Context: an optimization exercise on an open-source flow, tuned for small area and a short achievable clock period. The choices shown serve that exercise and are no tape-out recipe. At most, simulation tests tie the RTL to the original design; equivalence was not proved. The RTL of runs 3, 6 and 7 was laid out without a check of its function. The clock port is modelled as an ideal driver; clocking choices that lean on that would not hold on a real chip. No activity file was given, so power comes from the tool's default toggle rates.

<file path="flow/config.mk">
export PLATFORM = sky130hd
export DESIGN_NAME = qpi_rd_stream
export DESIGN_NICKNAME = qpi_rd_stream
export VERILOG_FILES = /design/flow/design.v
export SDC_FILE = /design/flow/constraint.sdc
export NUM_CORES = 4
export LEC_CHECK = 0
export CAP_MARGIN = 20
export CORE_MARGIN = 2
export CORE_UTILIZATION = 40
export SLEW_MARGIN = 20
</file>
<file path="flow/run.sh">
#!/bin/bash
# synth_recipe.tcl (not shown) runs the flow's synth.tcl, then flattens the netlist and writes it again
# the make line also repeats each setting of config.mk as NAME=value (left out here)
make -C /OpenROAD-flow-scripts/flow DESIGN_CONFIG=/design/flow/config.mk WORK_HOME=/design/flow/orfs CLKGATE_MAP_FILE= SYNTH_SCRIPT=/design/flow/synth_recipe.tcl finish
</file>
<file path="flow/design.v">
module qpi_rd_stream #(
  parameter int TAGS   = 8,
  parameter int ADDR_W = 20
) (
  input  logic              clk,
  input  logic              reset,
  input  logic              io_start,
  input  logic [ADDR_W-1:0] io_base_addr,
  input  logic [ADDR_W-1:0] io_num_lines,
  input  logic              io_qpi_rd_req_almostfull,
  output logic [ADDR_W-1:0] io_qpi_rd_req_addr,
  output logic [13:0]       io_qpi_rd_req_mdata,
  output logic              io_qpi_rd_req_valid,
  input  logic [13:0]       io_qpi_rd_rsp_mdata,
  input  logic [511:0]      io_qpi_rd_rsp_data,
  input  logic              io_qpi_rd_rsp_valid,
  output logic              io_out_valid,
  output logic [511:0]      io_out_data,
  input  logic              io_out_ready,
  output logic              io_busy,
  output logic              io_done
);
  localparam int TAG_W  = $clog2(TAGS);
  localparam int LINE_W = 512;
  typedef enum logic [1:0] {
    IDLE = 2'd0,
    RUN  = 2'd1,
    DONE = 2'd2
  } state_t;
  state_t              state;
  logic                busy_q;
  logic                done_q;
  logic [ADDR_W-1:0]   base_q;
  logic [ADDR_W-1:0]   num_q;
  logic [ADDR_W-1:0]   issued_q;
  logic [ADDR_W-1:0]   delivered_q;
  logic [TAGS-1:0]     full_q;
  logic [LINE_W-1:0]   slot_data [TAGS];
  logic [TAG_W-1:0]    head;
  logic [TAG_W-1:0]    rsp_tag;
  logic [TAG_W-1:0]    rsp_off;
  logic [ADDR_W-1:0]   outstanding;
  logic [ADDR_W-1:0]   delivered_nxt;
  logic                want_issue;
  logic                issue;
  logic                rsp_expected;
  logic                rsp_accept;
  logic                pop;
  logic                last_pop;
  logic                unused_mdata;
  assign head          = delivered_q[TAG_W-1:0];
  assign outstanding   = issued_q - delivered_q;
  assign want_issue    = (state == RUN) && (issued_q < num_q);
  assign issue         = want_issue && !io_qpi_rd_req_almostfull &&
                         (outstanding < ADDR_W'(TAGS));
  assign io_qpi_rd_req_valid = issue;
  assign io_qpi_rd_req_addr  = base_q + issued_q;
  assign io_qpi_rd_req_mdata = {{(14-TAG_W){1'b0}}, issued_q[TAG_W-1:0]};
  assign rsp_tag       = io_qpi_rd_rsp_mdata[TAG_W-1:0];
  assign rsp_off       = rsp_tag - head;
  assign rsp_expected  = ADDR_W'(rsp_off) < outstanding;
  assign rsp_accept    = io_qpi_rd_rsp_valid && (state == RUN) && rsp_expected &&
                         !full_q[rsp_tag];
  assign unused_mdata  = ^io_qpi_rd_rsp_mdata[13:TAG_W];
  assign io_out_valid  = full_q[head];
  assign io_out_data   = io_out_valid ? slot_data[head] : '0;
  assign pop           = io_out_valid && io_out_ready;
  assign delivered_nxt = delivered_q + ADDR_W'(pop);
  assign last_pop      = (issued_q == num_q) && (delivered_nxt == num_q);
  assign io_busy       = busy_q;
  assign io_done       = done_q;
  always_ff @(posedge clk or negedge reset) begin
    if (!reset) begin
      state       <= IDLE;
      busy_q      <= 1'b0;
      done_q      <= 1'b0;
      base_q      <= '0;
      num_q       <= '0;
      issued_q    <= '0;
      delivered_q <= '0;
    end else begin
      case (state)
        IDLE: begin
          if (io_start) begin
            base_q      <= io_base_addr;
            num_q       <= io_num_lines;
            issued_q    <= '0;
            delivered_q <= '0;
            busy_q      <= 1'b1;
            if (io_num_lines == '0) begin
              state  <= DONE;
              done_q <= 1'b1;
            end else begin
              state  <= RUN;
            end
          end
        end
        RUN: begin
          if (issue) issued_q <= issued_q + 1'b1;
          delivered_q <= delivered_nxt;
          if (last_pop) begin
            state  <= DONE;
            done_q <= 1'b1;
          end
        end
        DONE: begin
          state  <= IDLE;
          busy_q <= 1'b0;
          done_q <= 1'b0;
        end
        default: begin
          state  <= IDLE;
          busy_q <= 1'b0;
          done_q <= 1'b0;
        end
      endcase
    end
  end
  always_ff @(posedge clk or negedge reset) begin
    if (!reset) begin
      full_q <= '0;
    end else begin
      if (pop)        full_q[head]    <= 1'b0;
      if (rsp_accept) full_q[rsp_tag] <= 1'b1;
    end
  end
  always_ff @(posedge clk) begin
    if (rsp_accept) slot_data[rsp_tag] <= io_qpi_rd_rsp_data;
  end
endmodule
</file>
<file path="flow/constraint.sdc">
create_clock -name core_clock -period 5.5 [get_ports {clk}]
set_input_delay 1.1000 -clock core_clock [delete_from_list [all_inputs] [get_ports {clk}]]
set_output_delay 1.1000 -clock core_clock [all_outputs]
set_load 0.01 [all_outputs]
</file>
==> results of run 1 <==
-- through the flow --
stage | hold WS [ps] | std cells | total power (uW)
floorplan | 449.7 | 8038 | 54010
global placement | 471.9 | 14390 | 68810
detailed placement | 469.4 | 14390 | 68820
CTS | 215.9 | 15190 | 97570
global route | 288.2 | 15230 | 100000
finish | 295.0 | 15240 | 96470
-- routing by layer --
layer  vias to the layer above  routed length [um]  global-route usage, %  part of all wire (%)
met5                         -                 434                      0                  0.10
met4                        66               19100                  8.817                   4.4
met3                       820               24890                  3.357                   5.7
met2                      2877              219600                  35.06                    51
met1                     44770              168900                  26.41                    39
li1                      35340                   -                      -                     -
-- state kept, by name, summed over array words and instances (netlist names) --
signal       cells
busy_q           1
done_q           1
base_q          20
slot_data     4096
delivered_q     20
state            2
full_q           8
num_q           20
issued_q        20
-- final timing paths --
| path | to | slack (ps) |
|---|---|---|
| max | io_out_data[434] | 70 |
| min | base_q[18] | 290 |
| max reg2reg | slot_data[5][368] | 790 |
| min reg2reg | base_q[15] | 480 |
| max in group asynchronous | delivered_q[7] | 4190 |
| min in group core_clock | base_q[15] | 480 |
-- cell families (layout without fill, tap and decap cells) --
kind of cell    Yosys count  count (layout)  synth area share (%)
mux                    1032            1032                 14.32
xor+xnor                 66              66                0.3572
other cells               1              66              0.002317
buf+inv                 517            2261                 1.243
flops                  4188            4188                 77.43
simple gates           1403            1403                 3.556
compound gates          747             747                 2.505
fa+ha+maj                74              74                0.5861
-- synthesized netlist by cell type (all sizes together) (7+ instances only) --
cell type,count,area share (%)
and4,9,0.049
xor2,20,0.11
a211oi,10,0.046
a21o,17,0.079
nor3,23,0.074
buf,194,0.49
edfxtp,4096,76
and3,19,0.077
a31oi,11,0.043
or3,17,0.066
nand4,20,0.090
nand2b,8,0.031
xnor2,46,0.25
ha,71,0.55
dfrtp,92,1.4
nor4,12,0.054
nor2b,16,0.062
nand2,1168,2.7
o21ai,80,0.25
nand3,29,0.090
inv,66,0.15
clkbuf,256,0.59
mux4,1026,14
a21oi,571,1.8
and2,8,0.031
o211ai,7,0.032
a32o,7,0.043
nor2,58,0.13
-- layout make-up --
class,count,area (um2),share of cell area (%)
flip-flops and latches,4188,125300,63.85
clock inverters,269,2369,1.207
multi-input cells,3333,34780,17.72
well taps,5405,6763,3.446
repair buffers,1416,15570,7.932
inverters,67,285.3,0.1453
diodes,55,137.6,0.07012
clock buffers,509,11060,5.633
-- power breakdown --
| part | switching [uW] | total (uW) | internal, uW |
|---|---|---|---|
| Combinational | 18000 | 32400 | 14300 |
| Clock | 12200 | 27900 | 15700 |
| Sequential | 257 | 36200 | 36000 |
-- worst reg2reg max path, delay by kind of cell, from the launching register on --
family | cells | cell delay [ps]
AOI/OAI and AO/OA | 6 | 1660
DFF | 1 | 510
adders and majority gates | 1 | 350
xor gates and xnor gates | 1 | 190
buffers and inverters | 3 | 850
and+or+nand+nor | 3 | 730
-- what timing repair did --
item / in CTS / in global routing
setup endpoints to repair: 376 / 26
resized for setup: 76 / 12
buffers inserted: 4 / 0
gates cloned: 10 / 1
pin swaps: 3 / 3
==> impl_metrics.tcl, run 1 <==
set metrics [dict create \
    utilization_pct 48.72 \
    portBuffers 1099 \
    die-area_um2 409700 \
    gp_congestion 0.8326 \
    synth_cells 8028 \
    initial_utilization_pct 40.17 \
    crit_path_max_incr_delay_ps 680 \
    synth-seq-area-share_pct 77.43 \
    grt_pass1_vias 86470 \
    synth_edf_count 4096 \
    ys_seq_elements 4188 \
    min-delay-path-class "primary input to asynchronous set/reset pin" \
    viasPerCell 5.503 \
    final_area_um2 196300 \
    drc 0 \
    firstDrtPassIters 6 \
    layout_common_cells "edfxtp_1 (4,096), nand2_1 (1,167), clkdlybuf4s50_1 (1,092), mux4_2 (1,026), a21oi_1 (554)" \
    grt.overflow.total 0 \
    fin_nets 10080 \
    wire_per_inst_um 28.40 \
    io-pin-count 1122 \
    final_common_cell "edfxtp_1" \
    synth.distinct_cells 76 \
    area_growth_syn_to_layout_pct 21.29 \
    cts_hold_buffers 0 \
    rsz0062_at_grt "true" \
    p_per_area_nw_per_um2 491.5 \
    cts.sinks 4188 \
    grt_pass1_wl_um 618200 \
    leakage_uw 0.06310 \
    slew_violations 0 \
    cts_tree "built" \
    antenna_found_initial 153 \
    min_period_ps 5427 \
    die_w_um 640.0 \
    worst_slack_ps 72.52 \
    fin_worst_skew_ps 108.1 \
    nFillCells 32960 \
    ir_drop_uv 448.5 \
    ant_nets 0 \
    ys.warnings.count 1 \
    cp_max_fo 145 \
    hpwl_um 267100 \
    worst-setup-path-type "flip-flop to output pin" \
    crit_family "buffers and inverters" \
    r2r-start "delivered_q[2]" \
    slowest_stage "buf_12" \
    clkLatencyLatePin_ps 960 \
    syn_area_per_cell_um2 20.16 \
    crit_arrival_ps 4330 \
    core_region_area_um2 402900 \
    cp_num_buf_inv 3 \
    rows 233 \
    synth_ff_type "edfxtp_1" \
    startpoint "delivered_q[2]" \
    htree_num_levels 5 \
    ys_async_sr_fraction_pct 2.197 \
    grt_usage_pct 20.67 \
    cp-start-kind "flip-flop" \
    drive_gt1_share_pct 20.21 \
    tightest_slew_ps 1193 \
    setup_viol 0 \
    cts_made_buffers 427 \
    placed_area_um2 182000 \
    max-slew-margin-rel_pct 20.49 \
    crit_chain "buf_12 > buf_12 > nand2_1 > a21oi_1 > clkdlybuf4s50_1" \
    cp.required_ps 4400 \
    synth_area_um2 161800 \
    vias 83870 \
    clkTransAtPathRegs_ps 60 \
    clockRootBuffer "clkbuf_16" \
    path_depth 5 \
    post-place-ws_ps 483.6 \
    cap_viol_max_count 0 \
    rr_worst_depth 14 \
    hold_viol_final 0 \
    die_y_um 640.0 \
    wl_um 432900 \
    grt_max_degree 153 \
    period_share_pct 98.68 \
    outcome "timing/DRC/antenna clean" \
    cts_buffer_depth 4 \
    crit_path_frequent_cell "buf_12" \
    end_kind "output pin" \
    drt-initial-drc-count 7763 \
    max_freq_mhz 184.2 \
    fin_setup_tns_ps 0 \
]
==> run 2, diff against run 1 <==
==> flow/design.v (replaced) <==
module qpi_rd_stream #(
  parameter int TAGS   = 8,
  parameter int ADDR_W = 20
) (
  input  logic              clk,
  input  logic              reset,
  input  logic              io_start,
  input  logic [ADDR_W-1:0] io_base_addr,
  input  logic [ADDR_W-1:0] io_num_lines,
  input  logic              io_qpi_rd_req_almostfull,
  output logic [ADDR_W-1:0] io_qpi_rd_req_addr,
  output logic [13:0]       io_qpi_rd_req_mdata,
  output logic              io_qpi_rd_req_valid,
  input  logic [13:0]       io_qpi_rd_rsp_mdata,
  input  logic [511:0]      io_qpi_rd_rsp_data,
  input  logic              io_qpi_rd_rsp_valid,
  output logic              io_out_valid,
  output logic [511:0]      io_out_data,
  input  logic              io_out_ready,
  output logic              io_busy,
  output logic              io_done
);
  localparam int TAG_W  = $clog2(TAGS);
  localparam int LINE_W = 512;
  logic                busy_q;      
  logic                done_q;      
  logic [ADDR_W-1:0]   addr_q;      
  logic [ADDR_W-1:0]   rem_q;       
  logic                left_q;      
  logic [TAG_W-1:0]    tail_q;      
  logic [TAGS-1:0]     head_q;      
  logic [TAGS-1:0]     await_q;
  logic [TAGS-1:0]     full_q;
  logic [LINE_W-1:0]   slot_data [TAGS];
  logic                run;
  logic [TAGS-1:0]     occ;
  logic [TAGS-1:0]     tail_oh;
  logic [TAGS-1:0]     tag_oh;
  logic [TAGS-1:0]     acc;
  logic                want_issue;
  logic                issue;
  logic                pop;
  logic                last_pop;
  logic                start;
  logic                unused_mdata;
  assign run        = busy_q & ~done_q;
  assign occ        = await_q | full_q;
  assign tail_oh    = TAGS'(1) << tail_q;
  assign tag_oh     = TAGS'(1) << io_qpi_rd_rsp_mdata[TAG_W-1:0];
  assign want_issue = run & left_q;
  assign issue      = want_issue & ~io_qpi_rd_req_almostfull & ~|(occ & tail_oh);
  assign start      = ~busy_q & io_start;
  assign io_qpi_rd_req_valid = issue;
  assign io_qpi_rd_req_addr  = addr_q;
  assign io_qpi_rd_req_mdata = {{(14-TAG_W){1'b0}}, tail_q};
  assign acc          = {TAGS{io_qpi_rd_rsp_valid}} & tag_oh & await_q;
  assign unused_mdata = ^io_qpi_rd_rsp_mdata[13:TAG_W];
  assign io_out_valid = |(full_q & head_q);
  assign pop          = io_out_valid & io_out_ready;
  assign last_pop     = pop & ~left_q & ~|(occ & {head_q[TAGS-2:0], head_q[TAGS-1]});
  assign io_busy = busy_q;
  assign io_done = done_q;
  always_comb begin
    io_out_data = '0;
    for (int i = 0; i < TAGS; i++)
      io_out_data = io_out_data | ({LINE_W{head_q[i]}} & slot_data[i]);
  end
  always_ff @(posedge clk or negedge reset) begin
    if (!reset) begin
      busy_q <= 1'b0;
      done_q <= 1'b0;
      addr_q <= '0;
      rem_q  <= '0;
      left_q <= 1'b0;
      tail_q <= '0;
      head_q <= TAGS'(1);
    end else begin
      if (start) begin
        busy_q <= 1'b1;
        done_q <= (io_num_lines == '0);
        addr_q <= io_base_addr;
        rem_q  <= io_num_lines;
        left_q <= (io_num_lines != '0);
        tail_q <= '0;
        head_q <= TAGS'(1);
      end else begin
        if (done_q) begin
          busy_q <= 1'b0;
          done_q <= 1'b0;
        end else if (last_pop) begin
          done_q <= 1'b1;
        end
        if (issue) begin
          addr_q <= addr_q + 1'b1;
          rem_q  <= rem_q - 1'b1;
          left_q <= (rem_q != ADDR_W'(1));
          tail_q <= tail_q + 1'b1;
        end
        if (pop) head_q <= {head_q[TAGS-2:0], head_q[TAGS-1]};
      end
    end
  end
  always_ff @(posedge clk or negedge reset) begin
    if (!reset) begin
      await_q <= '0;
      full_q  <= '0;
    end else begin
      await_q <= (await_q & ~acc) | (issue ? tail_oh : '0);
      full_q  <= (full_q & ~(pop ? head_q : '0)) | acc;
    end
  end
  for (genvar g = 0; g < TAGS; g++) begin : g_slot
    always_ff @(posedge clk) begin
      if (acc[g]) slot_data[g] <= io_qpi_rd_rsp_data;
    end
  end
endmodule
==> run 2 against run 1 <==
  * Still clean
  * Routed wire length shrank 0.47%
  * Clock skew shrank 47 ps
  * Combinational power shrank 24%
  * Die area shrank 8.9%
  * Fmax grew 7.7%
  * First-iteration DRC count grew 21%
  * Sequential power grew 1%
  * Total power shrank 8.1%
  * Final area shrank 8.5%
  * Utilization grew 0.34 points
  * Critical path type unchanged
==> impl_metrics.tcl, run 2 <==
set metrics [dict create \
    cp_max_fo 38 \
    gp_congestion 0.8421 \
    cap_viol_max_count 0 \
    period_share_pct 91.59 \
    min-delay-path-class "primary input to asynchronous set/reset pin" \
    synth_cells 7559 \
    crit_chain "buf_4 > a22oi_1 > nand4_1 > clkdlybuf4s50_1" \
    io-pin-count 1122 \
    syn_area_per_cell_um2 19.49 \
    highest_layer "met5" \
    synthTopCellsByArea "edfxtp_1 (83%), a22oi_1 (10%), nand4_1 (2.2%), dfrtp_1 (1.2%), clkbuf_1 (1.1%)" \
    grt_pass1_vias 81660 \
    clkTransAtPathRegs_ps 70 \
    die_y_um 610.9 \
    cp_num_buf_inv 2 \
    routed-wl-met3_um 37370 \
    wl_um 430900 \
    synth_ff_type "edfxtp_1" \
    cts_buffer_depth 4 \
    fin_worst_skew_ps 60.88 \
    ys.warnings.count 2 \
    synth_top_family_by_area "compound AO/OA/AOI/OAI gates" \
    drc 0 \
    die_w_um 610.9 \
    synthAdderAreaFrac_pct 0.07644 \
    end_kind "output pin" \
    ant_nets 0 \
    fin_nets 9453 \
    slowest_stage "dfstp_4" \
    cp.required_ps 4400 \
    layout_common_cells "edfxtp_1 (4,096), a22oi_1 (2,053), clkdlybuf4s50_1 (1,098), nand4_1 (522), clkbuf_16 (423)" \
    synth-simple-area-share_pct 2.862 \
    synthTopCellsByCount "edfxtp_1 (4,096), a22oi_1 (2,053), nand4_1 (522)" \
    cts.sinks 4166 \
    portBuffers 1099 \
    htree_num_levels 5 \
    setup_viol 0 \
    outcome "timing/DRC/antenna clean" \
    drt-initial-drc-count 9389 \
    area_growth_syn_to_layout_pct 21.92 \
    largest_reg_flops 4096 \
    final_area_um2 179600 \
    ys_seq_elements 4166 \
    drive_gt1_share_pct 9.586 \
    final_common_cell "edfxtp_1" \
    crit_path_max_incr_delay_ps 1280 \
    cts_tree "built" \
    vias 83250 \
    clkLatencyLatePin_ps 940 \
    antenna_found_initial 128 \
    firstDrtPassIters 8 \
    grt_usage_pct 22.15 \
    synth-compound-area-share_pct 11.01 \
    die-area_um2 373200 \
    yosysMostFrequentCell "edfxtp_1" \
    synth_top_cell_area_share_pct 83.49 \
    ys_async_sr_fraction_pct 1.680 \
    grt_pass1_wl_um 606700 \
    viasPerCell 5.907 \
    worst-setup-path-type "flip-flop to output pin" \
    clockRootBuffer "clkbuf_16" \
    core_region_area_um2 366100 \
    max_freq_mhz 198.5 \
    tightest_slew_ps 1244 \
    placed_area_um2 166200 \
    cts_resized 0 \
    top_regs "slot_data x4096, addr_q x20, rem_q x20" \
    hpwl_um 247200 \
    leakage_uw 0.05478 \
    worst_slack_ps 462.4 \
    yosysTopAreaCell "edfxtp_1" \
    cp-start-kind "flip-flop" \
    ir_drop_uv 370.1 \
    synth_area_um2 147300 \
    crit_family "flip-flops" \
    cts_made_buffers 416 \
    hold_viol_final 0 \
    post-place-ws_ps 1360 \
    synth-seq-area-share_pct 84.68 \
    post_cts_buffers 0 \
    cts_hold_buffers 0 \
    slew_violations 0 \
    initial_utilization_pct 40.24 \
    p_per_area_nw_per_um2 493.7 \
    synth_edf_count 4096 \
    rows 222 \
    met1_length_um 171000 \
    routed-wl-met2_um 205700 \
    min_period_ps 5038 \
    synthXorXnorAreaFrac_pct 0 \
    synth.distinct_cells 59 \
    largest-register "slot_data" \
    wire_per_inst_um 30.58 \
    grt.overflow.total 0 \
    rsz0062_at_grt "false" \
    max-slew-margin-rel_pct 17.07 \
    synth.area.mux_share_pct 0.03567 \
    fin_setup_tns_ps 0 \
    crit_arrival_ps 3940 \
    grt_max_degree 116 \
]
-- run 2: cell count changes after synthesis, sizes merged, moves of 194 or more --
cell,change
a22oi,+2052
a21oi,-559
clkbuf,+194
nand2,-1117
nand4,+503
mux4,-1026
-- run 2: stage by stage --
step / total power (uW) / hold slack (ps) / utilization [%] / instances
floorplan: 46680 / 482.9 / - / 7569
global placement: 61700 / 517.2 / 45.40 / 13270
detailed placement: 61740 / 520.8 / 45.40 / 13270
CTS: 89220 / 159.4 / 49.02 / 14030
global route: 91420 / 245.9 / 49.05 / 14070
finish: 88670 / 249.1 / 49.06 / 14090
-- run 2: path summary, 6_finish.rpt --
check | start | endpoint | slack [ps] | cells past startpoint
max reg2reg | tail_q[2] | addr_q[19] | 2680 | 9
min reg2reg | full_q[7] | full_q[7] | 530 | 1
max | head_q[0] | io_out_data[2] | 460 | 4
min | reset | rem_q[11] | 250 | 1
max in group asynchronous | reset | head_q[1] | 4130 | 2
min in group core_clock | full_q[7] | full_q[7] | 530 | 1
-- run 2: cells by family (layout without fill, tap and decap cells) --
group                      Yosys count  in the layout
muxes                                5              5
DFF                               4166           4166
and+or+nand+nor                    706            706
other                                1             76
AOI/OAI and AO/OA                 2167           2167
buffers and inverters              505           2147
adders and majority gates            9              9
-- run 2: report_power, final --
| group | internal (uW) | total (uW) | switching [uW] |
|---|---|---|---|
| combinational | 9990 | 24500 | 14500 |
| sequential | 35800 | 36600 | 818 |
| clock | 15800 | 27600 | 11800 |
-- run 2: layer usage --
| layer | vias up | GRT usage [%] |
|---|---|---|
| met5 | - | 0 |
| met4 | 80 | 8.994 |
| met3 | 781 | 5.234 |
| met2 | 3870 | 35.09 |
| met1 | 43480 | 29.49 |
| li1 | 35040 | - |
-- run 2: final cells by class --
class                           count  area, um2
Fill cell                       29670     186500
Sequential cell                  4166     124800
Multi-Input combinational cell   2898      20720
Timing Repair Buffer             1377      14630
Clock buffer                      517      10940
Tap cell                         4816       6026
Clock inverter                    240       2301
Antenna cell                       65      162.7
Inverter                           13      48.80
==> run 3, diff against run 2 <==
--- a/flow/design.v
+++ b/flow/design.v
@@ -33,5 +33,12 @@
   logic [TAGS-1:0]     full_q;
+  logic                can_q;       
+  logic                valid_q;     
   logic [LINE_W-1:0]   slot_data [TAGS];
-  logic                run;
-  logic [TAGS-1:0]     occ;
+  logic                busy_n;
+  logic                done_n;
+  logic                left_n;
+  logic [TAG_W-1:0]    tail_n;
+  logic [TAGS-1:0]     head_n;
+  logic [TAGS-1:0]     await_n;
+  logic [TAGS-1:0]     full_n;
   logic [TAGS-1:0]     tail_oh;
@@ -45,8 +52,6 @@
   logic                unused_mdata;
-  assign run        = busy_q & ~done_q;
-  assign occ        = await_q | full_q;
   assign tail_oh    = TAGS'(1) << tail_q;
   assign tag_oh     = TAGS'(1) << io_qpi_rd_rsp_mdata[TAG_W-1:0];
-  assign want_issue = run & left_q;
-  assign issue      = want_issue & ~io_qpi_rd_req_almostfull & ~|(occ & tail_oh);
+  assign want_issue = busy_q & ~done_q & left_q;
+  assign issue      = can_q & ~io_qpi_rd_req_almostfull;
   assign start      = ~busy_q & io_start;
@@ -57,5 +62,6 @@
   assign unused_mdata = ^io_qpi_rd_rsp_mdata[13:TAG_W];
-  assign io_out_valid = |(full_q & head_q);
-  assign pop          = io_out_valid & io_out_ready;
-  assign last_pop     = pop & ~left_q & ~|(occ & {head_q[TAGS-2:0], head_q[TAGS-1]});
+  assign io_out_valid = valid_q;
+  assign pop          = valid_q & io_out_ready;
+  assign last_pop     = pop & ~left_q &
+                        ~|((await_q | full_q) & {head_q[TAGS-2:0], head_q[TAGS-1]});
   assign io_busy = busy_q;
@@ -67,36 +73,29 @@
   end
-  always_ff @(posedge clk or negedge reset) begin
-    if (!reset) begin
-      busy_q <= 1'b0;
-      done_q <= 1'b0;
-      addr_q <= '0;
-      rem_q  <= '0;
-      left_q <= 1'b0;
-      tail_q <= '0;
-      head_q <= TAGS'(1);
+  always_comb begin
+    busy_n  = busy_q;
+    done_n  = done_q;
+    left_n  = left_q;
+    tail_n  = tail_q;
+    head_n  = head_q;
+    if (start) begin
+      busy_n = 1'b1;
+      done_n = (io_num_lines == '0);
+      left_n = (io_num_lines != '0);
+      tail_n = '0;
+      head_n = TAGS'(1);
     end else begin
-      if (start) begin
-        busy_q <= 1'b1;
-        done_q <= (io_num_lines == '0);
-        addr_q <= io_base_addr;
-        rem_q  <= io_num_lines;
-        left_q <= (io_num_lines != '0);
-        tail_q <= '0;
-        head_q <= TAGS'(1);
-      end else begin
-        if (done_q) begin
-          busy_q <= 1'b0;
-          done_q <= 1'b0;
-        end else if (last_pop) begin
-          done_q <= 1'b1;
-        end
-        if (issue) begin
-          addr_q <= addr_q + 1'b1;
-          rem_q  <= rem_q - 1'b1;
-          left_q <= (rem_q != ADDR_W'(1));
-          tail_q <= tail_q + 1'b1;
-        end
-        if (pop) head_q <= {head_q[TAGS-2:0], head_q[TAGS-1]};
+      if (done_q) begin
+        busy_n = 1'b0;
+        done_n = 1'b0;
+      end else if (last_pop) begin
+        done_n = 1'b1;
       end
+      if (issue) begin
+        left_n = (rem_q != ADDR_W'(1));
+        tail_n = tail_q + 1'b1;
+      end
+      if (pop) head_n = {head_q[TAGS-2:0], head_q[TAGS-1]};
     end
+    await_n = (await_q & ~acc) | (issue ? tail_oh : '0);
+    full_n  = (full_q & ~(pop ? head_q : '0)) | acc;
   end
@@ -104,7 +103,30 @@
     if (!reset) begin
+      busy_q  <= 1'b0;
+      done_q  <= 1'b0;
+      addr_q  <= '0;
+      rem_q   <= '0;
+      left_q  <= 1'b0;
+      tail_q  <= '0;
+      head_q  <= TAGS'(1);
       await_q <= '0;
       full_q  <= '0;
+      can_q   <= 1'b0;
+      valid_q <= 1'b0;
     end else begin
-      await_q <= (await_q & ~acc) | (issue ? tail_oh : '0);
-      full_q  <= (full_q & ~(pop ? head_q : '0)) | acc;
+      busy_q  <= busy_n;
+      done_q  <= done_n;
+      left_q  <= left_n;
+      tail_q  <= tail_n;
+      head_q  <= head_n;
+      await_q <= await_n;
+      full_q  <= full_n;
+      can_q   <= busy_n & ~done_n & left_n & ~|((await_n | full_n) & (TAGS'(1) << tail_n));
+      valid_q <= |(full_n & head_n);
+      if (start) begin
+        addr_q <= io_base_addr;
+        rem_q  <= io_num_lines;
+      end else if (issue) begin
+        addr_q <= addr_q + 1'b1;
+        rem_q  <= rem_q - 1'b1;
+      end
     end
--- a/flow/config.mk
+++ b/flow/config.mk
@@ -10,2 +10,3 @@
 export CORE_UTILIZATION = 40
+export SETUP_SLACK_MARGIN = 2.5
 export SLEW_MARGIN = 20
==> run 3 against run 2 <==
  * Still clean on timing, DRC and antenna
  * First-iteration DRC count is 33% higher
  * Worst setup slack better by 1000 ps
  * Via count is 8.8% higher
  * Final area is 9.4% higher
  * Clock power is 2% higher
  * Critical path type unchanged
  * Largest cell class unchanged
==> impl_metrics.tcl, run 3 <==
set metrics [dict create \
    outcome "timing/DRC/antenna clean" \
    ys_seq_elements 4168 \
    worst_slack_ps 1472 \
    p_per_area_nw_per_um2 549.9 \
    rr_worst_depth 9 \
    grt_pass1_wl_um 686000 \
    min_period_ps 4028 \
    leakage_uw 0.06256 \
    grt_max_degree 98 \
    cp_max_fo 10 \
    seqCellArea_um2 124800 \
    synth-seq-area-share_pct 84.78 \
    ys_async_sr_fraction_pct 1.727 \
    gp_congestion 0.8706 \
    multi_input_area_um2 24940 \
    viasPerCell 6.107 \
    max-slew-margin-rel_pct 33.07 \
    portBuffers 1099 \
    synth_cells 7555 \
    die_y_um 610.6 \
    cap_viol_max_count 0 \
    r2r_end "can_q" \
    instances_no_fill 14840 \
    core_region_area_um2 366100 \
    final_common_cell "edfxtp_1" \
    min-delay-path-class "primary input to asynchronous set/reset pin" \
    cp.required_ps 4400 \
    ir_drop_uv 368.1 \
    nFillCells 27850 \
    end_kind "output pin" \
    synth_ff_type "edfxtp_1" \
    p_total_uw 108000 \
    fin_setup_tns_ps 0 \
    fin_nets 10170 \
    largest-register "slot_data" \
    synth_edf_count 4096 \
    drive_gt1_share_pct 30.04 \
    post-place-ws_ps 1465 \
    area_growth_syn_to_layout_pct 33.43 \
    drc 0 \
    crit_arrival_ps 2930 \
    cts.sinks 4168 \
    io-pin-count 1122 \
    ys.warnings.count 2 \
    final_area_um2 196400 \
    wl_um 527900 \
    drt-initial-drc-count 12470 \
    hold_viol_final 0 \
    cts_hold_buffers 0 \
    r2r-start "head_q[0]" \
    die-area_um2 372900 \
    r2r_slack_ps 3080 \
    wire_per_inst_um 35.58 \
    setup_viol 0 \
    yosysMostFrequentCell "edfxtp_1" \
    hpwl_um 256600 \
    rsz0062_at_grt "true" \
    vias 90600 \
    tightest_slew_ps 1004 \
    synthTopCellsByArea "edfxtp_1 (84%), a22oi_1 (10%), nand4_1 (2.2%), dfrtp_1 (1.2%), clkbuf_1 (1.1%)" \
    syn_area_per_cell_um2 19.48 \
    slew_violations 0 \
    die_w_um 610.6 \
    largest_reg_flops 4096 \
    synth_area_um2 147200 \
    cts_buffer_depth 4 \
    clockRootBuffer "clkbuf_16" \
    yosysTopAreaCell "edfxtp_1" \
    synth_top_cell_area_share_pct 83.55 \
    initial_utilization_pct 40.21 \
    cts_tree "built" \
    layout_common_cells "edfxtp_1 (4,096), a22oi_1 (1,196), a22oi_2 (855), clkdlybuf4s50_1 (558), nand4_1 (524)" \
    fin_worst_skew_ps 68.68 \
    worst-setup-path-type "flip-flop to output pin" \
    rows 222 \
    clkLatencyLatePin_ps 960 \
    max_freq_mhz 248.3 \
    top_regs "slot_data x4096, addr_q x20, rem_q x20" \
    ant_nets 0 \
    clkTransAtPathRegs_ps 60 \
    placed_area_um2 166300 \
    synth.distinct_cells 43 \
    htree_num_levels 5 \
    dp.cells 13310 \
    period_share_pct 73.24 \
    synthTopCellsByCount "edfxtp_1 (4,096), a22oi_1 (2,051), nand4_1 (524)" \
    firstDrtPassIters 8 \
    cp-start-kind "flip-flop" \
    cts_made_buffers 415 \
    grt_pass1_vias 85260 \
    antenna_found_initial 153 \
    grt_usage_pct 25.91 \
    grt.overflow.total 0 \
]
run 3: report_power, final:
| group | internal, uW | switching, uW |
|---|---|---|
| sequential | 36000 | 549 |
| combinational | 18300 | 25100 |
| clock | 16000 | 12200 |
run 3: area by class of cell:
class,instances,share of cell area (%)
multi-input combinational,2905,12.70
sequential,4168,63.56
tap,4816,3.068
inverter,11,0.02102
timing repair buffer,2091,13.68
clock inverter,247,1.323
antenna,84,0.1070
clock buffer,514,5.540
run 3: repair_timing:
item,in CTS,in global routing
endpoints found under the setup margin,539,571
pin swaps,337,463
hold endpoints to repair,0,0
buffers inserted,293,147
gates cloned,152,89
gates resized for setup,3298,908
run 3: metrics by stage:
| step | hold WS, ps | util [%] |
|---|---|---|
| after global routing | 399.6 | 53.64 |
| after detailed placement | 484.6 | 45.43 |
| after global placement | 509.9 | 45.43 |
| after floorplan | 462.5 | - |
| final | 356.1 | 53.65 |
| after CTS | 315.7 | 51.73 |
run 3: worst max-delay path by stage:
stage / slack, ps / from / endpoint / cells past startpoint
4_1_cts: 1430 / head_q[5] / io_out_data[385] / 6
6_report: 1470 / head_q[5] / io_out_data[172] / 6
5_1_grt: 1420 / head_q[2] / io_out_data[27] / 5
3_3_place_gp: 1450 / io_qpi_rd_rsp_mdata[2] / slot_data[4][374] / 4
3_5_place_dp: 1460 / head_q[7] / io_out_data[153] / 4
2_1_floorplan: -3930 / io_qpi_rd_rsp_valid / slot_data[5][0] / 3
run 3: logic make-up after synthesis:
kind of cell    after synthesis  share of synthesized area, %
xor+xnor                     37                        0.2201
buf+inv                     494                         1.288
mux                           1                      0.007649
fa+ha+maj                     9                       0.07650
flops                      4168                         84.78
simple gates                703                         2.801
compound gates             2142                         10.83
other cells                   1                      0.002547
run 3: worst max-delay path: stages (launching register included):
cell	delay, ps
dfrtp_4	600
buf_12	210
buf_16	210
buf_16	180
a22oi_2	110
nand4_1	280
buf_2	260
run 3: metal layers:
metal  part of all wire (%)  GRT usage, %  vias up
li1                       -             -    36550
met1                     39         34.97    47440
met2                     47         40.52     5571
met3                    9.8         5.174      987
met4                    5.0         12.09       56
met5                  0.065             0        -
==> run 4, diff against run 3 <==
--- a/flow/design.v
+++ b/flow/design.v
@@ -24,2 +24,4 @@
   localparam int LINE_W = 512;
+  localparam int HCOPY  = 8;                
+  localparam int HPART  = LINE_W / HCOPY;   
   logic                busy_q;      
@@ -36,2 +38,3 @@
   logic [LINE_W-1:0]   slot_data [TAGS];
+  logic [TAGS-1:0]     hsel_q [HCOPY];   
   logic                busy_n;
@@ -70,4 +73,13 @@
     io_out_data = '0;
-    for (int i = 0; i < TAGS; i++)
-      io_out_data = io_out_data | ({LINE_W{head_q[i]}} & slot_data[i]);
+    for (int c = 0; c < HCOPY; c++)
+      for (int i = 0; i < TAGS; i++)
+        io_out_data[c*HPART +: HPART] = io_out_data[c*HPART +: HPART] |
+                                        ({HPART{hsel_q[c][i]}} & slot_data[i][c*HPART +: HPART]);
+  end
+  for (genvar c = 0; c < HCOPY; c++) begin : g_hsel
+    always_ff @(posedge clk or negedge reset) begin
+      if (!reset)      hsel_q[c] <= TAGS'(1);
+      else if (start)  hsel_q[c] <= TAGS'(1);
+      else if (pop)    hsel_q[c] <= {hsel_q[c][TAGS-2:0], hsel_q[c][TAGS-1]};
+    end
   end
==> flow/flow/run.sh (new file) <==
#!/bin/bash
# Layout: the standard flow (standard.sh: the standard synthesis, floorplan, power grid,
# placement, CTS and routing), with ports buffered by plain buffers instead of the delay cells
# buffer_ports picks by default, and the resizer free to change a cell's footprint.
set -euo pipefail
bash standard.sh \
  MATCH_CELL_FOOTPRINT=0 \
  "BUFFER_PORTS_ARGS=-buffer_cell sky130_fd_sc_hd__buf_2" \
  finish > standard_flow.log 2>&1
==> flow/standard.sh (new file) <==
#!/bin/bash
# synth_recipe.tcl (not shown) runs the flow's synth.tcl, then flattens the netlist and writes it again
# the make line also repeats each setting of config.mk as NAME=value (left out here)
make -C /OpenROAD-flow-scripts/flow DESIGN_CONFIG=/design/flow/config.mk WORK_HOME=/design/flow/orfs CLKGATE_MAP_FILE= SYNTH_SCRIPT=/design/flow/synth_recipe.tcl "${@:-finish}"
--- a/flow/config.mk
+++ b/flow/config.mk
@@ -9,4 +9,5 @@
 export CORE_MARGIN = 2
-export CORE_UTILIZATION = 40
-export SETUP_SLACK_MARGIN = 2.5
+export CORE_UTILIZATION = 60
+export PLACE_DENSITY = 0.68
+export SETUP_SLACK_MARGIN = 2.0
 export SLEW_MARGIN = 20
removed: flow/run.sh
==> run 4 against run 3 <==
  * Fmax up 9.3%
  * Hold slack worse by 58 ps
  * Clock power about the same
  * Sequential power about the same
  * Still clean on timing, DRC and antenna
  * Total power down 38%
  * Worst setup slack better by 340 ps
  * Count of clock-buffer cells in the layout up 7
  * Critical path type unchanged
  * Combinational power down 95%
  * Critical path depth down 2
  * Final cell count down 11%
==> impl_metrics.tcl, run 4 <==
set metrics [dict create \
    max-slew-margin-rel_pct 22.71 \
    min-delay-path-class "primary input to flip-flop" \
    ys.warnings.count 3 \
    cts_tree "built" \
    synth_area_um2 149800 \
    drt-initial-drc-count 12340 \
    worst_slack_ps 1814 \
    max_freq_mhz 271.3 \
    clkTransAtPathRegs_ps 70 \
    firstDrtPassIters 8 \
    htree_num_levels 5 \
    cts_buffer_depth 4 \
    crit_path_max_incr_delay_ps 570 \
    viasPerCell 6.778 \
    synth_cells 7826 \
    crit_chain "buf_6 > a22oi_2 > nand4_1 > buf_4" \
    hpwl_um 225000 \
    slew_violations 0 \
    fin_setup_tns_ps 0 \
    grt_usage_pct 34.22 \
    ir_drop_uv 370.2 \
    crit_arrival_ps 2590 \
    synth_edf_count 4096 \
    cp_max_fo 5 \
    worst-setup-path-type "flip-flop to output pin" \
    p_per_area_nw_per_um2 366.5 \
    die_w_um 503.7 \
    path_depth 4 \
    io-pin-count 1122 \
    synth.distinct_cells 57 \
    portBuffers 1099 \
    post-place-ws_ps 2037 \
    ys_async_sr_fraction_pct 3.214 \
    largest-register "slot_data" \
    clkLatencyLatePin_ps 1030 \
    period_share_pct 67.02 \
    slowest_stage "dfrtp_4" \
    cap_viol_max_count 0 \
    wire_per_inst_um 34.44 \
    fin_nets 9988 \
    die_y_um 503.7 \
    hold_viol_final 0 \
    rsz0062_at_grt "true" \
    grt_pass1_vias 85070 \
    end_kind "output pin" \
    hold_ws_ps 297.7 \
    synthTopCellsByArea "edfxtp_1 (82%), a22oi_1 (10%), nand4_1 (2.2%), dfrtp_1 (2.1%), clkbuf_1 (0.84%)" \
    grt.overflow.total 0 \
    largest_reg_flops 4096 \
    gp_congestion 0.9419 \
    synth_top_cell_area_share_pct 82.10 \
    fin_worst_skew_ps 99.54 \
    layout_common_cells "edfxtp_1 (4,096), a22oi_1 (1,599), buf_2 (980), nand4_1 (518), clkbuf_16 (488)" \
    placed_area_um2 159900 \
    syn_area_per_cell_um2 19.14 \
    min_period_ps 3686 \
    cp_num_buf_inv 2 \
    initial_utilization_pct 60.31 \
    yosysTopAreaCell "edfxtp_1" \
    nFillCells 14180 \
    hold_depth 3 \
    cp.required_ps 4400 \
    final_common_cell "edfxtp_1" \
    top_regs "slot_data x4096, hsel_q x64" \
    final_area_um2 183400 \
    synth-seq-area-share_pct 84.38 \
    rr_worst_depth 6 \
    cts.sinks 4232 \
    cp-start-kind "flip-flop" \
    yosysMostFrequentCell "edfxtp_1" \
    ant_nets 0 \
    tightest_slew_ps 1159 \
    grt_max_degree 114 \
    cts_made_buffers 420 \
    core_region_area_um2 248400 \
    area_growth_syn_to_layout_pct 22.44 \
    antenna_found_initial 205 \
    wl_um 454400 \
    ys_seq_elements 4232 \
    synthTopCellsByCount "edfxtp_1 (4,096), a22oi_1 (2,050), nand4_1 (518)" \
    drive_gt1_share_pct 28.48 \
    die-area_um2 253700 \
    crit_family "flip-flops" \
    leakage_uw 0.05981 \
    setup_viol 0 \
    outcome "timing/DRC/antenna clean" \
    grt_pass1_wl_um 624400 \
    clockRootBuffer "clkbuf_16" \
    p_total_uw 67220 \
    drc 0 \
    vias 89450 \
    rows 183 \
    synth_ff_type "edfxtp_1" \
]
run 4: final cells by class:
class	instances	area (um2)	share of cell area (%)
multi-input combinational	3095	23790	12.97
clock buffer	521	11150	6.080
clock inverter	237	2480	1.352
antenna	123	307.8	0.1678
tap	3330	4167	2.271
timing repair buffer	1649	14870	8.105
inverter	9	36.28	0.01978
sequential	4232	126600	69.03
run 4: path summary, 6_finish.rpt:
| path | startpoint | endpoint | slack, ps |
|---|---|---|---|
| min in group asynchronous | reset | addr_q[5] | 540 |
| max in group asynchronous | reset | hsel_q[1][2] | 3650 |
| min | io_base_addr[5] | addr_q[5] | 300 |
| max reg2reg | valid_q | can_q | 2700 |
| min reg2reg | full_q[7] | full_q[7] | 540 |
| max | hsel_q[2][2] | io_out_data[128] | 1810 |
run 4: worst reg2reg max path, delay by kind of cell, from the launching register on:
family          cells  cell delay [ps]
flops               1              630
simple gates        3             1420
mux                 1              120
compound gates      2              600
run 4: power by group:
group	switching [uW]	internal (uW)
Combinational	1440	529
Sequential	442	36400
Clock	11800	16600
Total	13600	53600
run 4: cell families (layout without fill, tap and decap cells):
| kind of cell | count (synthesis) | after routing | synth area share [%] |
|---|---|---|---|
| flops | 4232 | 4232 | 84.38 |
| compound gates | 2202 | 2202 | 10.86 |
| simple gates | 833 | 833 | 3.125 |
| buf+inv | 509 | 2416 | 1.325 |
| xor+xnor | 39 | 39 | 0.2280 |
| fa+ha+maj | 9 | 9 | 0.07516 |
| other cells | 1 | 134 | 0.002503 |
| mux | 1 | 1 | 0.006681 |
run 4: routing by layer:
layer | track usage (%) | wire, um | vias to the layer above
li1 | - | - | 36480
met1 | 46.22 | 163400 | 46010
met2 | 52.24 | 213100 | 5917
met3 | 9.526 | 55720 | 924
met4 | 16.10 | 21560 | 116
met5 | 0 | 737 | -
run 4: timing repair:
item,4_1_cts,5_1_grt
setup buffers,246,39
pin swaps,138,160
endpoints found under the hold margin,29,0
endpoints found under the setup margin,512,240
cloned,51,27
hold buffers,1,0
resized for setup,726,371
run 4: stage by stage:
step	utilization [%]	std cells
floorplan	-	7836
global placement	64.38	11950
detailed placement	64.38	11950
CTS	72.63	13010
global route	73.78	13140
finish	73.84	13200
==> run 5, diff against run 4 <==
--- a/flow/config.mk
+++ b/flow/config.mk
@@ -9,4 +9,3 @@
 export CORE_MARGIN = 2
-export CORE_UTILIZATION = 60
-export PLACE_DENSITY = 0.68
+export CORE_UTILIZATION = 40
 export SETUP_SLACK_MARGIN = 2.0
==> run 5 against run 4 <==
  * Critical endpoint is now io_out_data[61]
  * Die area increased by 50%
  * Via count is 1.9% lower
  * Sequential share of layout area down 1.0 points
  * Sequential power about the same
  * Largest cell class unchanged
  * Sequential cell count stayed put
  * Still clean on timing, DRC and antenna
==> impl_metrics.tcl, run 5 <==
set metrics [dict create \
    instances_no_fill 14870 \
    drt-initial-drc-count 10340 \
    largest_reg_flops 4096 \
    initial_utilization_pct 40.22 \
    rr_worst_depth 6 \
    min_period_ps 3726 \
    slowest_stage "dfrtp_4" \
    portBuffers 1099 \
    p_total_uw 66730 \
    grt_pass1_vias 84660 \
    synthTopCellsByArea "edfxtp_1 (82%), a22oi_1 (10%), nand4_1 (2.2%), dfrtp_1 (2.1%), clkbuf_1 (0.84%)" \
    synth_cells 7826 \
    synth_ff_type "edfxtp_1" \
    hpwl_um 250300 \
    synth.distinct_cells 57 \
    antenna_found_initial 218 \
    clkLatencyLatePin_ps 1000 \
    crit_chain "a22oi_2 > nand4_1 > buf_2" \
    viasPerCell 5.901 \
    grt_max_degree 109 \
    outcome "timing/DRC/antenna clean" \
    crit_path_max_incr_delay_ps 560 \
    final_common_cell "edfxtp_1" \
    ir_drop_uv 347.3 \
    p_seq_share_pct 55.2 \
    grt_usage_pct 23.94 \
    crit_arrival_ps 2630 \
    period_share_pct 67.74 \
    clkPwrFrac_pct 41.8 \
    cts.sinks 4232 \
    p_int_uw 52630 \
    cts_buffer_depth 4 \
    slew_violations 0 \
    max-slew-margin-rel_pct 24.98 \
    grt_pass1_wl_um 653600 \
    largest-register "slot_data" \
    syn_area_per_cell_um2 19.14 \
    cts_tree "built" \
    hold_viol_final 0 \
    drive_gt1_share_pct 28.74 \
    fin_setup_tns_ps 0 \
    die-area_um2 379500 \
    top_regs "slot_data x4096, hsel_q x64" \
    rows 224 \
    cp_max_fo 6 \
    ys_seq_elements 4232 \
    synth_top_cell_area_share_pct 82.10 \
    die_w_um 616.0 \
    ys_async_sr_fraction_pct 3.214 \
    placed_area_um2 162400 \
    vias 87730 \
    cp-start-kind "flip-flop" \
    switchingPower_uw 14100 \
    max_freq_mhz 268.4 \
    clkTransAtPathRegs_ps 70 \
    tightest_slew_ps 1125 \
    synth_edf_count 4096 \
    setup_viol 0 \
    layout_common_cells "edfxtp_1 (4,096), a22oi_1 (1,576), buf_2 (908), nand4_1 (518), clkbuf_16 (503)" \
    final_area_um2 186200 \
    firstDrtPassIters 6 \
    ys.warnings.count 3 \
    rsz0062_at_grt "true" \
    p_per_area_nw_per_um2 358.3 \
    leakage_uw 0.05995 \
    cp.required_ps 4400 \
    p_sw_share_pct 21.13 \
    cts_made_buffers 421 \
    ant_nets 0 \
    cap_viol_max_count 0 \
    min-delay-path-class "primary input to asynchronous set/reset pin" \
    worst-setup-path-type "flip-flop to output pin" \
    synth_area_um2 149800 \
    dp.cells 13640 \
    drc 0 \
    die_y_um 616.0 \
    grt.overflow.total 0 \
    synth-seq-area-share_pct 84.38 \
    io-pin-count 1122 \
    cts_hold_buffers 0 \
    core_region_area_um2 372500 \
    end_kind "output pin" \
    gp_congestion 0.8192 \
    yosysTopAreaCell "edfxtp_1" \
    wire_per_inst_um 32.37 \
    comb_power_share_pct 3.0 \
    clockRootBuffer "clkbuf_16" \
    fin_worst_skew_ps 91.70 \
    htree_num_levels 5 \
    area_growth_syn_to_layout_pct 24.30 \
    wl_um 481200 \
    fin_nets 10020 \
    synthTopCellsByCount "edfxtp_1 (4,096), a22oi_1 (2,050), nand4_1 (518)" \
    yosysMostFrequentCell "edfxtp_1" \
]
[run 5: cell counts after synthesis]
Identical to the previous run, type by type.
[run 5: power groups by stage]
stage | Combinational [uW] | Clock, uW | Sequential [uW]
after CTS | 2020 | 28300 | 36800
final | 2010 | 27900 | 36900
after global placement | 1950 | 0 | 37400
after floorplan | 804 | 0 | 37600
after detailed placement | 2020 | 0 | 37500
after global routing | 2170 | 29500 | 36900
[run 5: through the flow]
stage | setup WS [ps] | util (%) | hold WS [ps]
final | 1774 | 50.00 | 91.03
after CTS | 1709 | 49.19 | 15.64
after global placement | 1745 | 43.61 | 518.7
after floorplan | -3929 | - | 486.3
after detailed placement | 1751 | 43.61 | 524.5
after global routing | 1759 | 49.97 | 57.72
[run 5: final timing paths]
kind                                   from              end  slack, ps
setup / recovery               hsel_q[0][6]  io_out_data[61]       1770
hold / removal                        reset     hsel_q[0][6]         90
min in group core_clock    io_base_addr[17]       addr_q[17]        360
max in group asynchronous             reset     hsel_q[4][3]       4210
hold reg to reg                   full_q[3]        full_q[3]        550
setup reg to reg                     busy_q          valid_q       2830
[run 5: timing repair]
item                                    in CTS  in global routing
endpoints found under the setup margin     512                315
gates cloned                                78                 39
buffers inserted                           211                 22
resized for setup                          903                412
pin swaps                                  186                163
[run 5: layout make-up]
class                           instances  area, um2
Inverter                                9      36.28
Timing Repair Buffer                 1681      15760
Antenna cell                          111      277.8
Tap cell                             4972       6221
Fill cell                           29920     186300
Clock inverter                        245       2396
Multi-Input combinational cell       3095      23910
Clock buffer                          521      10990
Sequential cell                      4232     126600
[run 5: worst max-delay path: cells and delay by family, from the launching register on]
family | cells | cell delay, ps
flip-flops | 1 | 560
AND/OR/NAND/NOR | 1 | 540
buffers and inverters | 1 | 360
AO/OA/AOI/OAI | 1 | 190
[run 5: kinds of logic (layout without fill, tap and decap cells)]
kind of cell | count (synthesis) | count (layout) | share of synthesized area, %
flops | 4232 | 4232 | 84.38
compound gates | 2202 | 2202 | 10.86
simple gates | 833 | 833 | 3.125
buf+inv | 509 | 2456 | 1.325
xor+xnor | 39 | 39 | 0.2280
fa+ha+maj | 9 | 9 | 0.07516
other cells | 1 | 122 | 0.002503
mux | 1 | 1 | 0.006681
[run 5: metal layers]
metal | routed length [um] | global-route usage [%] | part of all wire (%)
met5 | 493 | 0 | 0.10
met4 | 23830 | 12.04 | 5.0
met3 | 40620 | 5.209 | 8.4
met2 | 232900 | 38.72 | 48
met1 | 183300 | 30.55 | 38
==> run 6, diff against run 5 <==
--- a/flow/design.v
+++ b/flow/design.v
@@ -24,3 +24,3 @@
   localparam int LINE_W = 512;
-  localparam int HCOPY  = 8;                
+  localparam int HCOPY  = 16;               
   localparam int HPART  = LINE_W / HCOPY;   
@@ -79,6 +79,5 @@
   for (genvar c = 0; c < HCOPY; c++) begin : g_hsel
-    always_ff @(posedge clk or negedge reset) begin
-      if (!reset)      hsel_q[c] <= TAGS'(1);
-      else if (start)  hsel_q[c] <= TAGS'(1);
-      else if (pop)    hsel_q[c] <= {hsel_q[c][TAGS-2:0], hsel_q[c][TAGS-1]};
+    always_ff @(posedge clk) begin
+      if (start)      hsel_q[c] <= TAGS'(1);
+      else if (pop)   hsel_q[c] <= {hsel_q[c][TAGS-2:0], hsel_q[c][TAGS-1]};
     end
==> flow/flow/run.sh (replaced) <==
#!/bin/bash
# Layout: the standard flow (standard.sh: the standard synthesis, floorplan, power grid,
# placement, CTS and routing), with ports buffered by plain buffers instead of the delay cells
# buffer_ports picks by default, the resizer free to change a cell's footprint, and, after CTS,
# the gates in front of the io_out_data port buffers one drive strength stronger
# (flow/post_cts.tcl). The whole make output goes to standard_flow.log; ORFS keeps each step's
# log under orfs/logs/.
set -euo pipefail
here=$(pwd)
bash standard.sh \
  MATCH_CELL_FOOTPRINT=0 \
  "BUFFER_PORTS_ARGS=-buffer_cell sky130_fd_sc_hd__buf_2" \
  "POST_CTS_TCL=$here/flow/post_cts.tcl" \
  finish > standard_flow.log 2>&1
==> flow/flow/post_cts.tcl (new file) <==
# After CTS: each io_out_data port is driven by its port buffer, which is driven by the last
# gate of the read multiplexer, usually far from the pin. Give that gate the next drive
# strength so it drives the wire to the port buffer faster, then legalize the placement.
proc my_driver_of { net } {
  foreach iterm [$net getITerms] {
    if {[$iterm isOutputSignal]} { return [$iterm getInst] }
  }
  return ""
}
set upsized 0
set block [ord::get_db_block]
foreach bterm [$block getBTerms] {
  if {![string match "io_out_data*" [$bterm getName]]} { continue }
  set buf [my_driver_of [$bterm getNet]]
  if {$buf == ""} { continue }
  foreach iterm [$buf getITerms] {
    if {![$iterm isInputSignal]} { continue }
    set gate [my_driver_of [$iterm getNet]]
    if {$gate == ""} { continue }
    set master [[$gate getMaster] getName]
    if {[regexp {^(sky130_fd_sc_hd__[a-z0-9]+)_[01]$} $master -> base]} {
      set bigger "${base}_2"
      if {[llength [get_lib_cells -quiet */$bigger]] > 0} {
        replace_cell [$gate getName] $bigger
        incr upsized
      }
    }
  }
}
puts "post_cts.tcl: upsized $upsized gates in front of io_out_data port buffers"
detailed_placement
check_placement -verbose
estimate_parasitics -placement
report_worst_slack -max
--- a/flow/config.mk
+++ b/flow/config.mk
@@ -10,3 +10,3 @@
 export CORE_UTILIZATION = 40
-export SETUP_SLACK_MARGIN = 2.0
+export SETUP_SLACK_MARGIN = 2.2
 export SLEW_MARGIN = 20
==> run 6 against run 5 <==
  * Synthesized cell count grew 4.3%
  * Final area grew 2.8%
  * Clock power grew 4%
  * First-iteration DRC count shrank 11%
  * Critical path depth grew 3
  * Die area grew 1.3%
  * Largest power group unchanged
  * Combinational power grew to 15 times the previous value
  * Still clean
==> impl_metrics.tcl, run 6 <==
set metrics [dict create \
    tightest_slew_ps 1026 \
    multi_input_area_um2 28320 \
    syn_area_per_cell_um2 18.59 \
    die_y_um 620.0 \
    rows 226 \
    final_common_cell "edfxtp_1" \
    io-pin-count 1122 \
    crit_arrival_ps 2220 \
    die-area_um2 384400 \
    synth_edf_count 4096 \
    cp.required_ps 4400 \
    min-delay-path-class "primary input to asynchronous set/reset pin" \
    hpwl_um 245200 \
    min_period_ps 3325 \
    largest_reg_flops 4096 \
    portBuffers 1099 \
    r2r_end "can_q" \
    synth_ff_type "edfxtp_1" \
    grt_usage_pct 23.21 \
    end_kind "output pin" \
    worst-setup-path-type "flip-flop to output pin" \
    top_regs "slot_data x4096, hsel_q x128" \
    fin_nets 10270 \
    r2r_slack_ps 2970 \
    wl_um 468100 \
    max_freq_mhz 300.8 \
    post-place-ws_ps 1826 \
    drive_gt1_share_pct 34.99 \
    crit_chain "buf_12 > buf_12 > buf_12 > a22oi_2 > nand4_2 > buf_6" \
    vias 88140 \
    ys_async_sr_fraction_pct 1.676 \
    crit_path_frequent_cell "buf_12" \
    ant_nets 0 \
    gp_congestion 0.8376 \
    initial_utilization_pct 40.11 \
    clkTransAtPathRegs_ps 60 \
    outcome "timing/DRC/antenna clean" \
    grt_pass1_wl_um 647000 \
    leakage_uw 0.06036 \
    viasPerCell 5.811 \
    hold_ws_ps 291.3 \
    yosysTopAreaCell "edfxtp_1" \
    cp_num_buf_inv 4 \
    firstDrtPassIters 6 \
    slew_violations 0 \
    r2r-start "valid_q" \
    path_depth 6 \
    grt_max_degree 122 \
    worst_slack_ps 2175 \
    yosysMostFrequentCell "edfxtp_1" \
    max-slew-margin-rel_pct 31.57 \
    drt-initial-drc-count 9211 \
    grt.overflow.total 0 \
    cp-start-kind "flip-flop" \
    die_w_um 620.0 \
    fin_setup_tns_ps 0 \
    drc 0 \
    core_region_area_um2 378300 \
    crit_path_max_incr_delay_ps 360 \
    utilization_pct 50.59 \
    cts_tree "built" \
    synth_top_cell_area_share_pct 81.04 \
    synthTopCellsByCount "edfxtp_1 (4,096), a22oi_1 (2,050), clkbuf_1 (567)" \
    synth-seq-area-share_pct 83.92 \
    nFillCells 30140 \
    p_per_area_nw_per_um2 516.6 \
    cts.sinks 4296 \
    p_total_uw 98900 \
    layout_common_cells "edfxtp_1 (4,096), a22oi_1 (1,485), buf_2 (984), a22oi_2 (565), nand4_2 (508)" \
    clkLatencyLatePin_ps 990 \
    slowest_stage "dfxtp_4" \
    hold_viol_final 0 \
    crit_family "buffers and inverters" \
    rr_worst_depth 6 \
    largest-register "slot_data" \
    cap_viol_max_count 0 \
    synth_cells 8163 \
    synth.distinct_cells 53 \
    ys.warnings.count 3 \
    grt_pass1_vias 87020 \
    setup_viol 0 \
    fin_worst_skew_ps 62.88 \
    startpoint "hsel_q[3][4]" \
    ys_seq_elements 4296 \
    synthTopCellsByArea "edfxtp_1 (81%), a22oi_1 (10%), nand4_1 (2.1%), dfxtp_1 (1.7%), clkbuf_1 (1.4%)" \
    antenna_found_initial 194 \
    synth_area_um2 151800 \
    area_growth_syn_to_layout_pct 26.13 \
    rsz0062_at_grt "true" \
    ir_drop_uv 404.6 \
    crit_end "io_out_data[116]" \
    wire_per_inst_um 30.86 \
    cp_max_fo 5 \
    period_share_pct 60.45 \
    seqCellArea_um2 127800 \
]
==> run 6: changes by cell type after synthesis, sizes merged, moves of 4 or more <==
| cell | delta |
|---|---|
| a21oi | +57 |
| and3 | -6 |
| buf | -150 |
| clkbuf | +233 |
| dfrtp | -56 |
| dfstp | -8 |
| dfxtp | +128 |
| nand2 | +136 |
| nor2 | +8 |
| nor4 | -9 |
| or3 | +5 |
| xor2 | -4 |
==> run 6: per-stage QoR <==
step | instance area (um2) | cells
final | 191400 | 15170
after global routing | 191400 | 15140
after detailed placement | 163900 | 13920
after floorplan | 151900 | 8173
after global placement | 163900 | 13920
==> run 6: kinds of logic (layout without fill, tap and decap cells) <==
logic type | after synthesis | in the layout | share of synthesized area (%)
buffers and inverters | 595 | 2478 | 1.500
XOR/XNOR | 37 | 37 | 0.2135
adder cells (fa/ha/maj) | 9 | 9 | 0.07420
AO/OA/AOI/OAI | 2251 | 2251 | 10.86
multiplexers | 2 | 2 | 0.01484
AND/OR/NAND/NOR | 972 | 972 | 3.411
other | 1 | 107 | 0.002471
flip-flops | 4296 | 4296 | 83.92
==> run 6: metal layers <==
layer,wire length (um),up-vias,global-route usage [%]
li1,-,37320,-
met1,177100,45780,29.03
met2,230600,3976,38.73
met3,36790,979,5.036
met4,23130,84,10.44
met5,525,-,0
==> run 6: how the worst min path moves through the flow <==
stage	to	start	cells past startpoint	slack [ps]
after floorplan	await_q[5]	await_q[5]	2	460
after global placement	hsel_q[8][5]	hsel_q[8][5]	2	440
after detailed placement	hsel_q[13][6]	hsel_q[13][6]	2	450
after global routing	addr_q[12]	reset	1	330
final	addr_q[11]	reset	1	290
==> run 6: layout make-up <==
type	instances	share of cell area (%)
Timing Repair inverter	1	0.002615
Clock inverter	234	1.280
Timing Repair Buffer	1670	7.698
Sequential cell	4296	66.75
Antenna cell	96	0.1255
Multi-Input combinational cell	3282	14.80
Clock buffer	561	6.041
Inverter	12	0.02549
Tap cell	5016	3.279
==> run 6: report_power, final <==
part / switching [uW] / internal (uW)
Sequential: 1380 / 37400
Combinational: 18600 / 12500
Clock: 12400 / 16600
Total: 32400 / 66500
==> run 7, diff against run 6 <==
--- a/flow/design.v
+++ b/flow/design.v
@@ -36,2 +36,4 @@
   logic                can_q;       
+  logic                cani_q;      
+  logic [TAGS-1:0]     occ_n;
   logic                valid_q;     
@@ -58,5 +60,5 @@
   assign want_issue = busy_q & ~done_q & left_q;
-  assign issue      = can_q & ~io_qpi_rd_req_almostfull;
+  assign issue      = cani_q & ~io_qpi_rd_req_almostfull;
   assign start      = ~busy_q & io_start;
-  assign io_qpi_rd_req_valid = issue;
+  assign io_qpi_rd_req_valid = can_q & ~io_qpi_rd_req_almostfull;
   assign io_qpi_rd_req_addr  = addr_q;
@@ -111,2 +113,3 @@
     full_n  = (full_q & ~(pop ? head_q : '0)) | acc;
+    occ_n   = await_n | full_n;
   end
@@ -124,2 +127,3 @@
       can_q   <= 1'b0;
+      cani_q  <= 1'b0;
       valid_q <= 1'b0;
@@ -133,3 +137,4 @@
       full_q  <= full_n;
-      can_q   <= busy_n & ~done_n & left_n & ~|((await_n | full_n) & (TAGS'(1) << tail_n));
+      can_q   <= busy_n & ~done_n & left_n & ~occ_n[tail_n];
+      cani_q  <= busy_n & ~done_n & left_n & ~|(occ_n & (TAGS'(1) << tail_n));
       valid_q <= |(full_n & head_n);
--- a/flow/config.mk
+++ b/flow/config.mk
@@ -10,2 +10,4 @@
 export CORE_UTILIZATION = 40
+export CTS_CLUSTER_DIAMETER = 100
+export CTS_CLUSTER_SIZE = 30
 export SETUP_SLACK_MARGIN = 2.2
==> run 7 against run 6 <==
  * Routed wire length rose by 0.51%
  * Die area hardly changed
  * Sequential cell count rose by 1
  * Still clean
  * First-iteration DRC count grew 7.3%
  * Utilization is 1.7 points lower
  * Combinational power grew 12%
  * Clock skew down 1.2 ps
  * Worst setup slack got worse by 31 ps
  * Synthesized cell count hardly changed
  * Final area is 3.4% lower
  * Non-clock buffer count grew 151
  * Count of clock-buffer cells in the layout shrank 288
==> impl_metrics.tcl, run 7 <==
set metrics [dict create \
    outcome "timing/DRC/antenna clean" \
    tightest_slew_ps 1098 \
    synthTopCellsByArea "edfxtp_1 (81%), a22oi_1 (10%), nand4_1 (2.1%), dfxtp_1 (1.7%), clkbuf_1 (1.4%)" \
    grt_usage_pct 23.39 \
    cp.required_ps 4400 \
    fin_nets 10160 \
    crit_arrival_ps 2260 \
    die_w_um 620.1 \
    fin_setup_tns_ps 0 \
    wl_um 470500 \
    setup_viol 0 \
    viasPerCell 5.945 \
    synth.distinct_cells 49 \
    final_area_um2 184900 \
    largest-register "slot_data" \
    period_share_pct 61.02 \
    io-pin-count 1122 \
    fin_worst_skew_ps 61.71 \
    clkPwrFrac_pct 18.0 \
    firstDrtPassIters 6 \
    synth-seq-area-share_pct 83.90 \
    r2r_end "rem_q[18]" \
    final_common_cell "edfxtp_1" \
    comb_power_share_pct 38.9 \
    drt-initial-drc-count 9887 \
    post-place-ws_ps 1809 \
    drive_gt1_share_pct 34.42 \
    synth_cells 8162 \
    min-delay-path-class "primary input to asynchronous set/reset pin" \
    r2r-start "cani_q" \
    clkLatencyLatePin_ps 960 \
    synth_area_um2 151800 \
    placed_area_um2 164500 \
    gp_congestion 0.8532 \
    ys_async_sr_fraction_pct 1.699 \
    initial_utilization_pct 40.13 \
    syn_area_per_cell_um2 18.60 \
    clkTransAtPathRegs_ps 110 \
    p_int_uw 57770 \
    cp_max_fo 5 \
    cp-start-kind "flip-flop" \
    die-area_um2 384500 \
    drc 0 \
    rsz0062_at_grt "true" \
    cap_viol_max_count 0 \
    yosysMostFrequentCell "edfxtp_1" \
    min_period_ps 3356 \
    end_kind "output pin" \
    rows 226 \
    top_regs "slot_data x4096, hsel_q x128" \
    p_per_area_nw_per_um2 485.1 \
    area_growth_syn_to_layout_pct 21.77 \
    worst-setup-path-type "flip-flop to output pin" \
    cts_tree "built" \
    yosysTopAreaCell "edfxtp_1" \
    worst_slack_ps 2144 \
    r2r_slack_ps 2950 \
    synth_ff_type "edfxtp_1" \
    synth_top_cell_area_share_pct 81.01 \
    antenna_found_initial 207 \
    synth_edf_count 4096 \
    slew_violations 0 \
    grt_pass1_wl_um 650500 \
    portBuffers 1099 \
    grt_pass1_vias 85000 \
    core_region_area_um2 378300 \
    largest_reg_flops 4096 \
    ir_drop_uv 439.2 \
    cts.sinks 4297 \
    p_seq_share_pct 43.1 \
    synthTopCellsByCount "edfxtp_1 (4,096), a22oi_1 (2,052), clkbuf_1 (565)" \
    die_y_um 620.1 \
    grt.overflow.total 0 \
    ant_nets 0 \
    hpwl_um 256800 \
    max-slew-margin-rel_pct 26.79 \
    hold_viol_final 0 \
    layout_common_cells "edfxtp_1 (4,096), a22oi_1 (1,382), buf_2 (981), a22oi_2 (670), nand4_2 (502)" \
    max_freq_mhz 298.0 \
    vias 88190 \
    p_sw_share_pct 35.58 \
    p_total_uw 89680 \
    wire_per_inst_um 31.72 \
    rr_worst_depth 7 \
    grt_max_degree 137 \
    leakage_uw 0.05711 \
    switchingPower_uw 31910 \
    ys.warnings.count 3 \
    ys_seq_elements 4297 \
]
run 7: cell types whose count changed in the layout (fill, tap and decap cells not counted), moves of 66 or more:
cell       before   now
buf_6         119   208
clkbuf_16     488   251
a22oi_2       565   670
a22oi_1      1485  1382
clkinv_1       67     1
clkinv_2       73     2
run 7: layout make-up:
type | count | area [um2]
clock buffers | 273 | 4736
flip-flops and latches | 4297 | 127800
repair buffers | 1821 | 16370
inverters | 12 | 45.04
multi-input cells | 3279 | 28920
well taps | 5016 | 6276
diodes | 107 | 267.8
fillers | 30800 | 193500
clock inverters | 30 | 500.5
run 7: power by group through the flow:
stage          logic (uW)  clock network (uW)  registers [uW]
3_5_place_dp        24300                   0           39800
2_1_floorplan       12100                   0           38600
6_report            34900               16200           38600
5_1_grt             36200               17400           38800
3_3_place_gp        24200                   0           39700
run 7: critical path, cell delays in order, from the launching register on:
cell and delay (ps):
dfxtp_4 400, buf_4 150, buf_12 130, a22oi_2 170
nand4_2 240, buf_2 220
run 7: cells by family after synthesis:
kind of cell	Yosys count	share of synthesized area, %
compound gates	2250	10.86
xor+xnor	38	0.2192
fa+ha+maj	9	0.07417
buf+inv	596	1.515
flops	4297	83.90
mux	7	0.04615
other cells	1	0.002470
simple gates	964	3.386
run 7: how the worst max path moves through the flow:
stage | start | end | slack (ps) | cells after the start
2_1_floorplan | io_qpi_rd_rsp_valid | slot_data[5][0] | -3920 | 3
3_3_place_gp | io_qpi_rd_rsp_mdata[1] | slot_data[5][203] | 1800 | 5
3_5_place_dp | io_qpi_rd_rsp_mdata[0] | slot_data[3][30] | 1810 | 5
5_1_grt | hsel_q[0][1] | io_out_data[24] | 2090 | 6
6_report | hsel_q[7][0] | io_out_data[253] | 2140 | 5
run 7: stage by stage:
stage / instances / utilization, % / hold slack [ps]
final: 14840 / 48.87 / 165.0
after global routing: 14800 / 48.84 / 156.2
after detailed placement: 14000 / 43.48 / 445.0
after global placement: 14000 / 43.48 / 434.9
after floorplan: 8172 / - / 469.6
run 7: routing by layer:
metal,share of wire (%),GRT usage [%],wire length [um],up-vias
li1,-,-,-,36790
met1,39,30.66,181800,46330
met2,49,38.14,229000,4139
met3,8.2,4.604,38390,828
met4,4.4,9.793,20670,98
met5,0.13,0,608,-

==> port drivers added, routing unchanged <==
The results above use ideal ports. As a check the final layouts listed here were re-extracted and re-timed, cells and wires unchanged.
Step 1 (the two cells are an assumption about what drives the block):
set clk [get_ports {clk}]
set_driving_cell -lib_cell sky130_fd_sc_hd__clkbuf_16 $clk
set_driving_cell -lib_cell sky130_fd_sc_hd__buf_2 [delete_from_list [all_inputs] $clk]
Step 2 also shifts input and output timing later by t, the mid clock arrival at the registers, as if the neighbouring blocks saw the same clock.
a / b / c = ideal ports / drivers / drivers and shift; a / b = the first two.
| run | t (ns) | setup WS [ns] | worst register clock-pin slew, ns |
|---|---|---|---|
| run 1 | 1.020 | 0.073 / -0.040 / 0.470 | 0.07 / 0.07 |
| run 2 | 1.010 | 0.462 / 0.364 / 1.374 | 0.07 / 0.07 |
| run 3 | 1.056 | 1.472 / 1.351 / 1.277 | 0.08 / 0.08 |
| run 4 | 1.071 | 1.814 / 1.718 / 1.825 | 0.07 / 0.07 |
| run 5 | 1.066 | 1.774 / 1.662 / 1.714 | 0.07 / 0.07 |
| run 6 | 1.052 | 2.175 / 2.072 / 1.984 | 0.07 / 0.07 |
| run 7 | 1.024 | 2.144 / 2.035 / 1.786 | 0.12 / 0.12 |
After both steps setup and hold are still met in every run listed. For run 7, which loses most, drivers alone change the setup slack by -0.109 ns; drivers and shift together by -0.358 ns.
